Context: an optimization exercise on an open-source flow, tuned for small area, a short achievable clock period and few clock cycles. The choices shown serve that exercise and are no tape-out recipe.
Only simulation tests tie the RTL to the original design; equivalence was not proved.
Power and IR drop assume default switching activity.

===== design/flow/run.sh =====
#!/bin/bash
# synth_recipe.tcl (not shown) runs the flow's synth.tcl, then flattens the netlist and writes it again
# the make line also repeats each setting of config.mk as NAME=value (left out here)
make -C /OpenROAD-flow-scripts/flow DESIGN_CONFIG=/design/flow/config.mk WORK_HOME=/design/flow/orfs CLKGATE_MAP_FILE= SYNTH_SCRIPT=/design/flow/synth_recipe.tcl finish

===== design/flow/constraint.sdc =====
create_clock -name core_clock -period 6.5 [get_ports {clk}]
set_input_delay 1.3000 -clock core_clock [delete_from_list [all_inputs] [get_ports {clk}]]
set_output_delay 1.3000 -clock core_clock [all_outputs]
set_load 0.01 [all_outputs]

===== design/flow/design.v =====
`timescale 1ns / 1ps
`default_nettype none
package rrd_pkg;
	localparam int VALUE_MAX   = 32;
	localparam int MESSAGE_MAX = 4096;
	localparam int DATA_W    = 8;
	localparam int STATUS_W  = 2;
	localparam int WORD_W    = 32;
	localparam int LENGTH_W  = 6;
	localparam int INDEX_W   = 5;
	localparam int ACC_W     = 64;
	localparam int GROUP_W   = 7;
	localparam int CNT_W     = 4;
	localparam int VARINT_MAX_BYTES = 10;
	localparam int TAG_SHIFT = 3;
	localparam int KW = $clog2(VALUE_MAX + 1);
	localparam int IW = $clog2(VALUE_MAX);
	localparam int AW = $clog2(2 * VALUE_MAX);
	localparam int BW = $clog2(MESSAGE_MAX);
	localparam logic [1:0] FC_OTHER    = 2'd0;
	localparam logic [1:0] FC_ERROR    = 2'd1;
	localparam logic [1:0] FC_THROTTLE = 2'd2;
	localparam logic [1:0] FC_VALUE    = 2'd3;
	localparam logic [2:0] WT_VARINT = 3'd0;
	localparam logic [2:0] WT_LEN    = 3'd2;
	localparam logic [STATUS_W-1:0] ST_FAILED = 2'd3;
	localparam logic [WORD_W-1:0] ERR_LAST_KNOWN = 32'd2;
	typedef enum logic [2:0] {
		PH_TAG,
		PH_VALUE,
		PH_LEN,
		PH_PAYLOAD,
		PH_DRAIN,
		PH_STOPPED
	} phase_t;
	typedef struct packed {
		logic                valid;
		logic [STATUS_W-1:0] status;
		logic [WORD_W-1:0]   throttle;
		logic                present;
		logic [KW-1:0]       len;
		logic                bank;
		logic                too_long;
		logic                stopped;
	} snap_t;
	typedef struct packed {
		logic              en;
		logic              bank;
		logic [AW-1:0]     addr;
		logic [DATA_W-1:0] data;
	} store_wr_t;
	typedef struct packed {
		logic free;
		logic bank;
	} emit_stat_t;
	typedef struct packed {
		logic [STATUS_W-1:0] status_code;
		logic [WORD_W-1:0]   throttle_ms;
		logic                value_present;
		logic [LENGTH_W-1:0] value_length;
		logic [DATA_W-1:0]   value_byte;
		logic [INDEX_W-1:0]  byte_index;
		logic                value_too_long;
		logic                stopped_early;
		logic                last_result;
	} result_t;
endpackage
`default_nettype wire
`timescale 1ns / 1ps
`default_nettype none
module rrd_parser (
	input  wire logic   clk,
	input  wire logic   arst_n,
	input  wire logic              rx_valid,
	output logic                   rx_ready,
	input  wire logic [rrd_pkg::DATA_W-1:0] rx_data_byte,
	input  wire logic              rx_end_of_message,
	input  rrd_pkg::emit_stat_t stat,
	output rrd_pkg::store_wr_t wr,
	output rrd_pkg::snap_t snap
);
	rrd_pkg::phase_t              phase_q, phase_n;
	logic [rrd_pkg::ACC_W-1:0]    accum_q, accum_n, accum_v;
	logic [rrd_pkg::CNT_W-1:0]    cnt_q, cnt_n, cnt_inc;
	logic [1:0]          class_q, class_n;
	logic [rrd_pkg::BW-1:0]       left_q, left_n;
	logic                fits_q, fits_n;
	logic [rrd_pkg::KW-1:0]       len_q, len_n;
	logic                bank_q, bank_n;
	logic [rrd_pkg::KW-1:0]       clen_q, clen_n;
	logic [rrd_pkg::WORD_W-1:0]   err_q, err_n;
	logic [rrd_pkg::WORD_W-1:0]   thr_q, thr_n;
	logic                present_q, present_n;
	logic                long_q, long_n;
	logic                stop_q, stop_n;
	logic                fin_commit, fin_drop;
	logic [rrd_pkg::KW-1:0]       fin_len;
	logic [rrd_pkg::WORD_W-1:0]   fnum;
	logic [2:0]          wtype;
	logic                wr_req;
	logic [rrd_pkg::AW-1:0]       wr_addr;
	logic [rrd_pkg::KW-1:0]       idx;
	logic                accept;
	assign rx_ready = stat.free || !(rx_end_of_message || (wr_req && (!bank_q == stat.bank)));
	assign accept = rx_valid && rx_ready;
	always_comb begin
		accum_v = (cnt_q == '0) ? '0 : accum_q;
		for (int i = 0; i < rrd_pkg::VARINT_MAX_BYTES - 1; i++) begin
			if (cnt_q == rrd_pkg::CNT_W'(i)) begin
				accum_v[rrd_pkg::GROUP_W*i +: rrd_pkg::GROUP_W] = rx_data_byte[rrd_pkg::GROUP_W-1:0];
			end
		end
		if (cnt_q == rrd_pkg::CNT_W'(rrd_pkg::VARINT_MAX_BYTES - 1)) begin
			accum_v[rrd_pkg::ACC_W-1] = rx_data_byte[0];
		end
	end
	assign cnt_inc = cnt_q + rrd_pkg::CNT_W'(1);
	assign fnum    = accum_v[rrd_pkg::TAG_SHIFT +: rrd_pkg::WORD_W];
	assign wtype   = accum_v[2:0];
	assign idx     = len_q - rrd_pkg::KW'(left_q);
	assign wr_addr = rrd_pkg::AW'(idx) + (bank_q ? rrd_pkg::AW'(0) : rrd_pkg::AW'(rrd_pkg::VALUE_MAX));
	assign wr_req  = (phase_q == rrd_pkg::PH_PAYLOAD) && fits_q;
	always_comb begin
		phase_n    = phase_q;
		accum_n    = accum_q;
		cnt_n      = cnt_q;
		class_n    = class_q;
		left_n     = left_q;
		fits_n     = fits_q;
		len_n      = len_q;
		err_n      = err_q;
		thr_n      = thr_q;
		stop_n     = stop_q;
		fin_commit = 1'b0;
		fin_drop   = 1'b0;
		fin_len    = len_q;
		case (phase_q)
			rrd_pkg::PH_TAG, rrd_pkg::PH_VALUE, rrd_pkg::PH_LEN: begin
				accum_n = accum_v;
				if (!rx_data_byte[rrd_pkg::DATA_W-1]) begin
					cnt_n = '0;
					case (phase_q)
						rrd_pkg::PH_TAG: begin
							class_n = (fnum >= 32'd1 && fnum <= 32'd3) ? fnum[1:0] : rrd_pkg::FC_OTHER;
							if (wtype == rrd_pkg::WT_VARINT) begin
								phase_n = rrd_pkg::PH_VALUE;
							end else if (wtype == rrd_pkg::WT_LEN) begin
								phase_n = rrd_pkg::PH_LEN;
							end else begin
								phase_n = rrd_pkg::PH_STOPPED;
								stop_n  = 1'b1;
							end
						end
						rrd_pkg::PH_VALUE: begin
							if (class_q == rrd_pkg::FC_ERROR) begin
								err_n = accum_v[rrd_pkg::WORD_W-1:0];
							end else if (class_q == rrd_pkg::FC_THROTTLE) begin
								thr_n = accum_v[rrd_pkg::WORD_W-1:0];
							end
							phase_n = rrd_pkg::PH_TAG;
						end
						default: begin
							if (accum_v == '0) begin
								fin_commit = (class_q == rrd_pkg::FC_VALUE);
								fin_len    = '0;
								phase_n    = rrd_pkg::PH_TAG;
							end else if (accum_v >= rrd_pkg::ACC_W'(rrd_pkg::MESSAGE_MAX)) begin
								phase_n = rrd_pkg::PH_DRAIN;
							end else begin
								left_n  = accum_v[rrd_pkg::BW-1:0];
								fits_n  = (class_q == rrd_pkg::FC_VALUE) && (accum_v <= rrd_pkg::ACC_W'(rrd_pkg::VALUE_MAX));
								len_n   = accum_v[rrd_pkg::KW-1:0];
								phase_n = rrd_pkg::PH_PAYLOAD;
							end
						end
					endcase
				end else if (cnt_inc >= rrd_pkg::CNT_W'(rrd_pkg::VARINT_MAX_BYTES)) begin
					cnt_n   = '0;
					phase_n = rrd_pkg::PH_STOPPED;
					stop_n  = 1'b1;
				end else begin
					cnt_n = cnt_inc;
				end
			end
			rrd_pkg::PH_PAYLOAD: begin
				left_n = left_q - rrd_pkg::BW'(1);
				if (left_q == rrd_pkg::BW'(1)) begin
					fin_commit = fits_q;
					fin_drop   = (class_q == rrd_pkg::FC_VALUE) && !fits_q;
					phase_n    = rrd_pkg::PH_TAG;
				end
			end
			default: begin
			end
		endcase
	end
	always_comb begin
		bank_n    = bank_q;
		clen_n    = clen_q;
		present_n = present_q;
		long_n    = long_q;
		if (fin_commit) begin
			bank_n    = !bank_q;
			clen_n    = fin_len;
			present_n = 1'b1;
			long_n    = 1'b0;
		end else if (fin_drop) begin
			clen_n    = '0;
			present_n = 1'b0;
			long_n    = 1'b1;
		end
	end
	always_comb begin
		wr.en         = accept && wr_req;
		wr.bank       = !bank_q;
		wr.addr       = wr_addr;
		wr.data       = rx_data_byte;
		snap.valid    = accept && rx_end_of_message;
		snap.status   = (err_n <= rrd_pkg::ERR_LAST_KNOWN) ? err_n[rrd_pkg::STATUS_W-1:0] : rrd_pkg::ST_FAILED;
		snap.throttle = thr_n;
		snap.present  = present_n;
		snap.len      = clen_n;
		snap.bank     = bank_n;
		snap.too_long = long_n;
		snap.stopped  = stop_n;
	end
	always_ff @(posedge clk or negedge arst_n) begin
		if (!arst_n) begin
			phase_q   <= rrd_pkg::PH_TAG;
			accum_q   <= '0;
			cnt_q     <= '0;
			class_q   <= rrd_pkg::FC_OTHER;
			left_q    <= '0;
			fits_q    <= 1'b0;
			len_q     <= '0;
			bank_q    <= 1'b0;
			clen_q    <= '0;
			err_q     <= '0;
			thr_q     <= '0;
			present_q <= 1'b0;
			long_q    <= 1'b0;
			stop_q    <= 1'b0;
		end else if (accept) begin
			bank_q <= bank_n;
			if (rx_end_of_message) begin
				phase_q   <= rrd_pkg::PH_TAG;
				accum_q   <= '0;
				cnt_q     <= '0;
				class_q   <= rrd_pkg::FC_OTHER;
				left_q    <= '0;
				fits_q    <= 1'b0;
				len_q     <= '0;
				clen_q    <= '0;
				err_q     <= '0;
				thr_q     <= '0;
				present_q <= 1'b0;
				long_q    <= 1'b0;
				stop_q    <= 1'b0;
			end else begin
				phase_q   <= phase_n;
				accum_q   <= accum_n;
				cnt_q     <= cnt_n;
				class_q   <= class_n;
				left_q    <= left_n;
				fits_q    <= fits_n;
				len_q     <= len_n;
				clen_q    <= clen_n;
				err_q     <= err_n;
				thr_q     <= thr_n;
				present_q <= present_n;
				long_q    <= long_n;
				stop_q    <= stop_n;
			end
		end
	end
endmodule
`default_nettype wire
`timescale 1ns / 1ps
`default_nettype none
module rrd_emit (
	input  wire logic    clk,
	input  wire logic    arst_n,
	input  rrd_pkg::store_wr_t    wr,
	input  rrd_pkg::snap_t        snap,
	output rrd_pkg::emit_stat_t   stat,
	output logic                tx_valid,
	input  wire logic           tx_ready,
	output logic [rrd_pkg::STATUS_W-1:0] tx_status_code,
	output logic [rrd_pkg::WORD_W-1:0]   tx_throttle_ms,
	output logic                tx_value_present,
	output logic [rrd_pkg::LENGTH_W-1:0] tx_value_length,
	output logic [rrd_pkg::DATA_W-1:0]   tx_value_byte,
	output logic [rrd_pkg::INDEX_W-1:0]  tx_byte_index,
	output logic                tx_value_too_long,
	output logic                tx_stopped_early,
	output logic                tx_last_result
);
	logic [rrd_pkg::DATA_W-1:0] mem [2*rrd_pkg::VALUE_MAX];
	logic                busy_q;
	logic [rrd_pkg::KW-1:0]       k_q;
	logic [rrd_pkg::KW-1:0]       count_q;
	logic                bank_q;
	logic [rrd_pkg::KW-1:0]       len_q;
	logic                present_q;
	logic [rrd_pkg::STATUS_W-1:0] status_q;
	logic [rrd_pkg::WORD_W-1:0]   thr_q;
	logic                long_q;
	logic                stop_q;
	logic                s1_v_q;
	rrd_pkg::result_t             meta_s1;
	logic                zero_s1;
	logic [rrd_pkg::DATA_W-1:0]   rdata_s1;
	logic                out_v_q;
	rrd_pkg::result_t             out_q;
	logic                s1_move, rd_en, last_item;
	logic [rrd_pkg::AW-1:0]       raddr;
	rrd_pkg::result_t             meta_n;
	rrd_pkg::result_t             out_n;
	assign s1_move   = s1_v_q && (!out_v_q || tx_ready);
	assign rd_en     = busy_q && (!s1_v_q || s1_move);
	assign last_item = (rrd_pkg::KW'(k_q + rrd_pkg::KW'(1)) == count_q);
	assign raddr     = rrd_pkg::AW'(k_q) + (bank_q ? rrd_pkg::AW'(rrd_pkg::VALUE_MAX) : rrd_pkg::AW'(0));
	assign stat.free = !busy_q || (rd_en && last_item);
	assign stat.bank = bank_q;
	always_comb begin
		meta_n.status_code    = status_q;
		meta_n.throttle_ms    = thr_q;
		meta_n.value_present  = present_q;
		meta_n.value_length   = present_q ? rrd_pkg::LENGTH_W'(len_q) : '0;
		meta_n.value_byte     = '0;
		meta_n.byte_index     = (present_q && len_q != '0) ? rrd_pkg::INDEX_W'(k_q) : '0;
		meta_n.value_too_long = long_q;
		meta_n.stopped_early  = stop_q;
		meta_n.last_result    = last_item;
	end
	always_ff @(posedge clk) begin
		if (wr.en) begin
			mem[wr.addr] <= wr.data;
		end
		if (rd_en) begin
			rdata_s1 <= mem[raddr];
		end
	end
	always_ff @(posedge clk or negedge arst_n) begin
		if (!arst_n) begin
			busy_q <= 1'b0;
			k_q    <= '0;
		end else if (snap.valid) begin
			busy_q <= 1'b1;
			k_q    <= '0;
		end else if (rd_en) begin
			if (last_item) begin
				busy_q <= 1'b0;
			end
			k_q <= k_q + rrd_pkg::KW'(1);
		end
	end
	always_ff @(posedge clk) begin
		if (snap.valid) begin
			bank_q    <= snap.bank;
			len_q     <= snap.len;
			present_q <= snap.present;
			count_q   <= (snap.present && snap.len != '0) ? snap.len : rrd_pkg::KW'(1);
			status_q  <= snap.status;
			thr_q     <= snap.throttle;
			long_q    <= snap.too_long;
			stop_q    <= snap.stopped;
		end
	end
	always_ff @(posedge clk or negedge arst_n) begin
		if (!arst_n) begin
			s1_v_q  <= 1'b0;
			out_v_q <= 1'b0;
		end else begin
			if (rd_en) begin
				s1_v_q <= 1'b1;
			end else if (s1_move) begin
				s1_v_q <= 1'b0;
			end
			if (s1_move) begin
				out_v_q <= 1'b1;
			end else if (tx_ready) begin
				out_v_q <= 1'b0;
			end
		end
	end
	always_comb begin
		out_n            = meta_s1;
		out_n.value_byte = zero_s1 ? '0 : rdata_s1;
	end
	always_ff @(posedge clk) begin
		if (rd_en) begin
			meta_s1 <= meta_n;
			zero_s1 <= !(present_q && k_q < len_q);
		end
		if (s1_move) begin
			out_q <= out_n;
		end
	end
	assign tx_valid          = out_v_q;
	assign tx_status_code    = out_q.status_code;
	assign tx_throttle_ms    = out_q.throttle_ms;
	assign tx_value_present  = out_q.value_present;
	assign tx_value_length   = out_q.value_length;
	assign tx_value_byte     = out_q.value_byte;
	assign tx_byte_index     = out_q.byte_index;
	assign tx_value_too_long = out_q.value_too_long;
	assign tx_stopped_early  = out_q.stopped_early;
	assign tx_last_result    = out_q.last_result;
endmodule
`default_nettype wire
`timescale 1ns / 1ps
`default_nettype none
module protobuf_read_reply_decoder_top (
	input  wire logic                   clk,
	input  wire logic                   arst_n,
	input  wire logic                   bytes_valid,
	output logic                        bytes_ready,
	input  wire logic [rrd_pkg::DATA_W-1:0]      bytes_data_byte,
	input  wire logic                   bytes_end_of_message,
	output logic                        results_valid,
	input  wire logic                   results_ready,
	output logic [rrd_pkg::STATUS_W-1:0]         results_status_code,
	output logic [rrd_pkg::WORD_W-1:0]           results_throttle_ms,
	output logic                        results_value_present,
	output logic [rrd_pkg::LENGTH_W-1:0]         results_value_length,
	output logic [rrd_pkg::DATA_W-1:0]           results_value_byte,
	output logic [rrd_pkg::INDEX_W-1:0]          results_byte_index,
	output logic                        results_value_too_long,
	output logic                        results_stopped_early,
	output logic                        results_last_result
);
	rrd_pkg::emit_stat_t stat;
	rrd_pkg::store_wr_t  wr;
	rrd_pkg::snap_t      snap;
	rrd_parser u_parser (
		.clk               (clk),
		.arst_n            (arst_n),
		.rx_valid          (bytes_valid),
		.rx_ready          (bytes_ready),
		.rx_data_byte      (bytes_data_byte),
		.rx_end_of_message (bytes_end_of_message),
		.stat              (stat),
		.wr                (wr),
		.snap              (snap)
	);
	rrd_emit u_emit (
		.clk               (clk),
		.arst_n            (arst_n),
		.wr                (wr),
		.snap              (snap),
		.stat              (stat),
		.tx_valid          (results_valid),
		.tx_ready          (results_ready),
		.tx_status_code    (results_status_code),
		.tx_throttle_ms    (results_throttle_ms),
		.tx_value_present  (results_value_present),
		.tx_value_length   (results_value_length),
		.tx_value_byte     (results_value_byte),
		.tx_byte_index     (results_byte_index),
		.tx_value_too_long (results_value_too_long),
		.tx_stopped_early  (results_stopped_early),
		.tx_last_result    (results_last_result)
	);
endmodule
`default_nettype wire

===== design/flow/config.mk =====
export PLATFORM = sky130hd
export DESIGN_NAME = protobuf_read_reply_decoder_top
export DESIGN_NICKNAME = protobuf_read_reply_decoder_top
export VERILOG_FILES = /design/flow/design.v
export SDC_FILE = /design/flow/constraint.sdc
export NUM_CORES = 4
export LEC_CHECK = 0
export CAP_MARGIN = 20
export CORE_MARGIN = 2
export CORE_UTILIZATION = 40
export SLEW_MARGIN = 20

==> results.toml <==
[power]
ir_worst_vdd_uv = 219.5
p_leak_nw = 13.61
power.density_nw_per_um2 = 401.9

[clocking]
root_buffer = "clkbuf_16"
numCtsBuffers = 86
post_cts_buffers = 0
htreeDepth = 3
cts-resized-gates = 0
cts.sinks = 852
clock_latency_ns = 0.65
cts_tree = "done"
hold_buffers = 0
clkTransAtPathRegs_ns = 0.06
cts_buffer_depth = 3

[setup_path]
crit_end = "bytes_ready"
reg2reg_from = "u_parser.cnt_q[0]$_DFFE_PN0P_"
reg2reg_to = "u_parser.clen_q[1]$_DFFE_PN0P_"
path_class = "reg -> out"
crit_fanout = 62
reg2reg_slack_ns = 1.99
cp_cell_sequence = "ha_1, nor2b_1, a21bo_2, o31ai_1, o311ai_0, buf_4, clkdlybuf4s50_1"
worstPathRequired_ns = 5.20
reg2reg_depth = 10
cp_slowest_cell = "dfrtp_4"
cp_data_arrival_time_ns = 3.59
end_kind = "output pin"
start_kind = "flip-flop"
max_stage_delay_ns = 0.97
crit_start = "u_emit.k_q[1]$_DFFE_PN0P_"

[sta]
worst_slew_pin_slew_ns = 1.059
max_slew_margin_pct = 29.14
tns_ns = 0
clock_skew_ns = 0.03237
setup_violations = 0
rsz0062_at_grt = "false"
timing.hold.ws_ns = 0.4173
fin_crit_ns = 4.893
period_share_pct = 75.28
hold_viol = 0
finalMaxSlewViolations = 0
fmax_mhz = 204.4

[floorplan]
initial_core_util_pct = 40.47
core_area_um2 = 87020
die-area_um2 = 90440
fp-row-count = 108
die_x_um = 300.7
io_pins = 72
die-height_um = 300.7

[layout]
area_growth_pct = 13.86
mostFrequentLayoutCells = "edfxtp_1, nand2_1, o21ai_0, dfrtp_1, mux4_2"
layout_commonest_cell = "edfxtp_1"
finish.utilization_pct = 46.08
layout-drive-gt1-share_pct = 16.00
fillers = 7483
nets = 2363

[min_path]
hold_class = "reg -> reg"
hold_depth = 0

[synth]
synth-seq-cells = 852
synth_nets = 2295
synth-async-reset-ratio_pct = 20.54
yosysUniqueCellTypes = 80
netlist_area_um2 = 35220
synth_edf_count = 677
syn_avg_cell_area_um2 = 15.59
ys_seq_area_share_pct = 70.16
syn_inst = 2259
ys.flop_type = "edfxtp_1"
synth_warnings = 2

[job]
maxCapViolCount = 0

[routing]
vias = 20020
detail_route.iter0.violations = 2005
post-route-drc-count = 0
wire_per_inst_um = 23.81
drt.antenna.violating_nets = 0
viasPerCell = 5.627
routed_wl_um = 84710
firstDrtPassIters = 6

[global_routing]
grt_overflow = 0
antenna_found_initial = 6
track_usage_pct = 18.78
grt_pass1_wl_um = 128600
grt_pass1_vias = 20180
grt_max_degree = 98

[placement]
hpwl_um = 53330
finalWeightedCongestion = 0.8940
numPortBuffers = 71

[run_status]
outcome = "no timing/DRC/antenna violations"
layer usage:
layer  up-vias  GRT usage (%)  share of wire, %
li1       8866              -                 -
met1     10330          25.80                42
met2       679          31.21                50
met3       139          3.102               6.2
met4         0          4.809               2.0
met5         -              0                 0
Yosys cell counts, drive strengths merged (3+ instances only):
cell | count | share of area, %
or2 | 8 | 0.14
mux4 | 168 | 11
clkbuf | 97 | 1.0
nor2 | 134 | 1.4
o22ai | 7 | 0.12
inv | 36 | 0.38
edfxtp | 677 | 58
a31oi | 4 | 0.071
o2bb2ai | 5 | 0.12
ha | 22 | 0.78
nand3b | 6 | 0.13
or3 | 8 | 0.16
nor2b | 26 | 0.46
xnor2 | 10 | 0.25
o311ai | 3 | 0.075
nor4 | 17 | 0.30
a31o | 4 | 0.099
a22o | 27 | 0.67
and3b | 14 | 0.35
a221oi | 13 | 0.32
xor2 | 15 | 0.37
a21o | 10 | 0.21
nor3 | 36 | 0.51
nand3 | 14 | 0.20
a22oi | 33 | 0.70
buf | 36 | 0.48
and2 | 28 | 0.50
or4 | 9 | 0.20
nand2b | 8 | 0.14
mux2i | 15 | 0.43
o31ai | 18 | 0.38
o211ai | 8 | 0.17
dfrtp | 175 | 12
nor3b | 6 | 0.16
a21oi | 48 | 0.68
o21ai | 192 | 2.7
nand4 | 12 | 0.21
mux2 | 6 | 0.19
nand2 | 258 | 2.7
and3 | 11 | 0.20
worst min path at each step:
stage	startpoint	endpoint	slack [ns]
floorplan	u_emit.stop_q$_DFFE_PP_	u_emit.meta_s1[1]$_DFFE_PP_	0.40
global placement	u_emit.thr_q[2]$_DFFE_PP_	u_emit.meta_s1[25]$_DFFE_PP_	0.41
detailed placement	u_emit.thr_q[28]$_DFFE_PP_	u_emit.meta_s1[51]$_DFFE_PP_	0.41
CTS	u_emit.thr_q[21]$_DFFE_PP_	u_emit.meta_s1[44]$_DFFE_PP_	0.42
global route	u_emit.meta_s1[5]$_SDFFCE_PN0P_	u_emit.out_q[5]$_DFFE_PP_	0.42
finish	u_emit.meta_s1[4]$_SDFFCE_PN0P_	u_emit.out_q[4]$_DFFE_PP_	0.42
per-stage QoR:
| step | setup WS [ns] | power (mW) | instances | cell area, µm² |
|---|---|---|---|---|
| floorplan | 0.8806 | 9.678 | 2259 | 35220 |
| global placement | 1.860 | 11.16 | 3393 | 37150 |
| detailed placement | 1.768 | 11.23 | 3393 | 37150 |
| CTS | 1.502 | 16.25 | 3554 | 40050 |
| global route | 1.265 | 16.80 | 3556 | 40100 |
| finish | 1.607 | 16.12 | 3557 | 40100 |
worst max-delay path, delay by kind of cell (launching register included):
family          cells  cell delay [ns]
compound gates      3             0.62
simple gates        1             0.23
flops               1             0.97
buf+inv             2             0.76
fa+ha+maj           1             0.37
flip-flops by register name, indices dropped and copies added (netlist names), 2 cells and up:
name / count
u_emit.mem: 512
u_parser.accum_q: 64
u_emit.out_q: 57
u_emit.meta_s1: 49
u_emit.thr_q: 32
u_parser.err_q: 32
u_parser.thr_q: 32
u_parser.left_q: 12
u_emit.rdata_s1: 8
u_emit.count_q: 6
u_emit.k_q: 6
u_emit.len_q: 6
u_parser.clen_q: 6
u_parser.len_q: 6
u_parser.cnt_q: 4
u_parser.phase_q: 3
u_emit.status_q: 2
u_parser.class_q: 2
logic make-up (layout without fill, tap and decap cells):
group,Yosys count,after routing,share of synthesized area (%)
AO/OA/AOI/OAI,398,398,7.077
other,0,2,0
flip-flops,852,852,70.16
multiplexers,189,189,11.36
XOR/XNOR,25,25,0.6217
buffers and inverters,169,310,1.897
AND/OR/NAND/NOR,603,603,8.047
adder cells (fa/ha/maj),23,23,0.8384
where the power goes:
part | total [mW] | internal, mW | switching (mW) | leakage, nW
Combinational | 4.22 | 1.82 | 2.39 | 3.66
Clock | 5.01 | 2.88 | 2.13 | 1.40
Sequential | 6.89 | 6.45 | 0.438 | 8.55
cell type report:
| class | count | area [µm²] | area share, % |
|---|---|---|---|
| flip-flops and latches | 852 | 24720 | 61.64 |
| repair buffers | 113 | 1015 | 2.531 |
| inverters | 36 | 135.1 | 0.3370 |
| clock buffers | 104 | 2271 | 5.663 |
| well taps | 1155 | 1445 | 3.604 |
| multi-input cells | 1238 | 9882 | 24.64 |
| diodes | 2 | 5.005 | 0.01248 |
| clock inverters | 57 | 628.1 | 1.566 |
Testbench counts, summed over its fixed seeds: cycles 54,338.

[static timing again, ports no longer ideal]
How much do the figures lean on ideal ports? The routed layout below was timed once more, with nothing changed but the port constraints.
Step 1 (the two cells are an assumption about what drives the block):
set clk [get_ports {clk}]
set_driving_cell -lib_cell sky130_fd_sc_hd__clkbuf_16 $clk
set_driving_cell -lib_cell sky130_fd_sc_hd__buf_2 [delete_from_list [all_inputs] $clk]
Step 2 times the ports against the registers' clock, not the clock port: input delays grow and output delays shrink by t, the midpoint of the rising clock arrivals with the driver on.
a / b / c = ideal / step 1 / step 2; a / b = the first two.
t, ns: 0.704
slack for setup (ns): 1.607 / 1.538 / 1.972
slew at the worst register clock pin (ns): 0.07 / 0.07
After both steps setup and hold are still met in this run. The setup slack of this run moves by -0.069 ns with the drivers and by +0.365 ns with both steps.
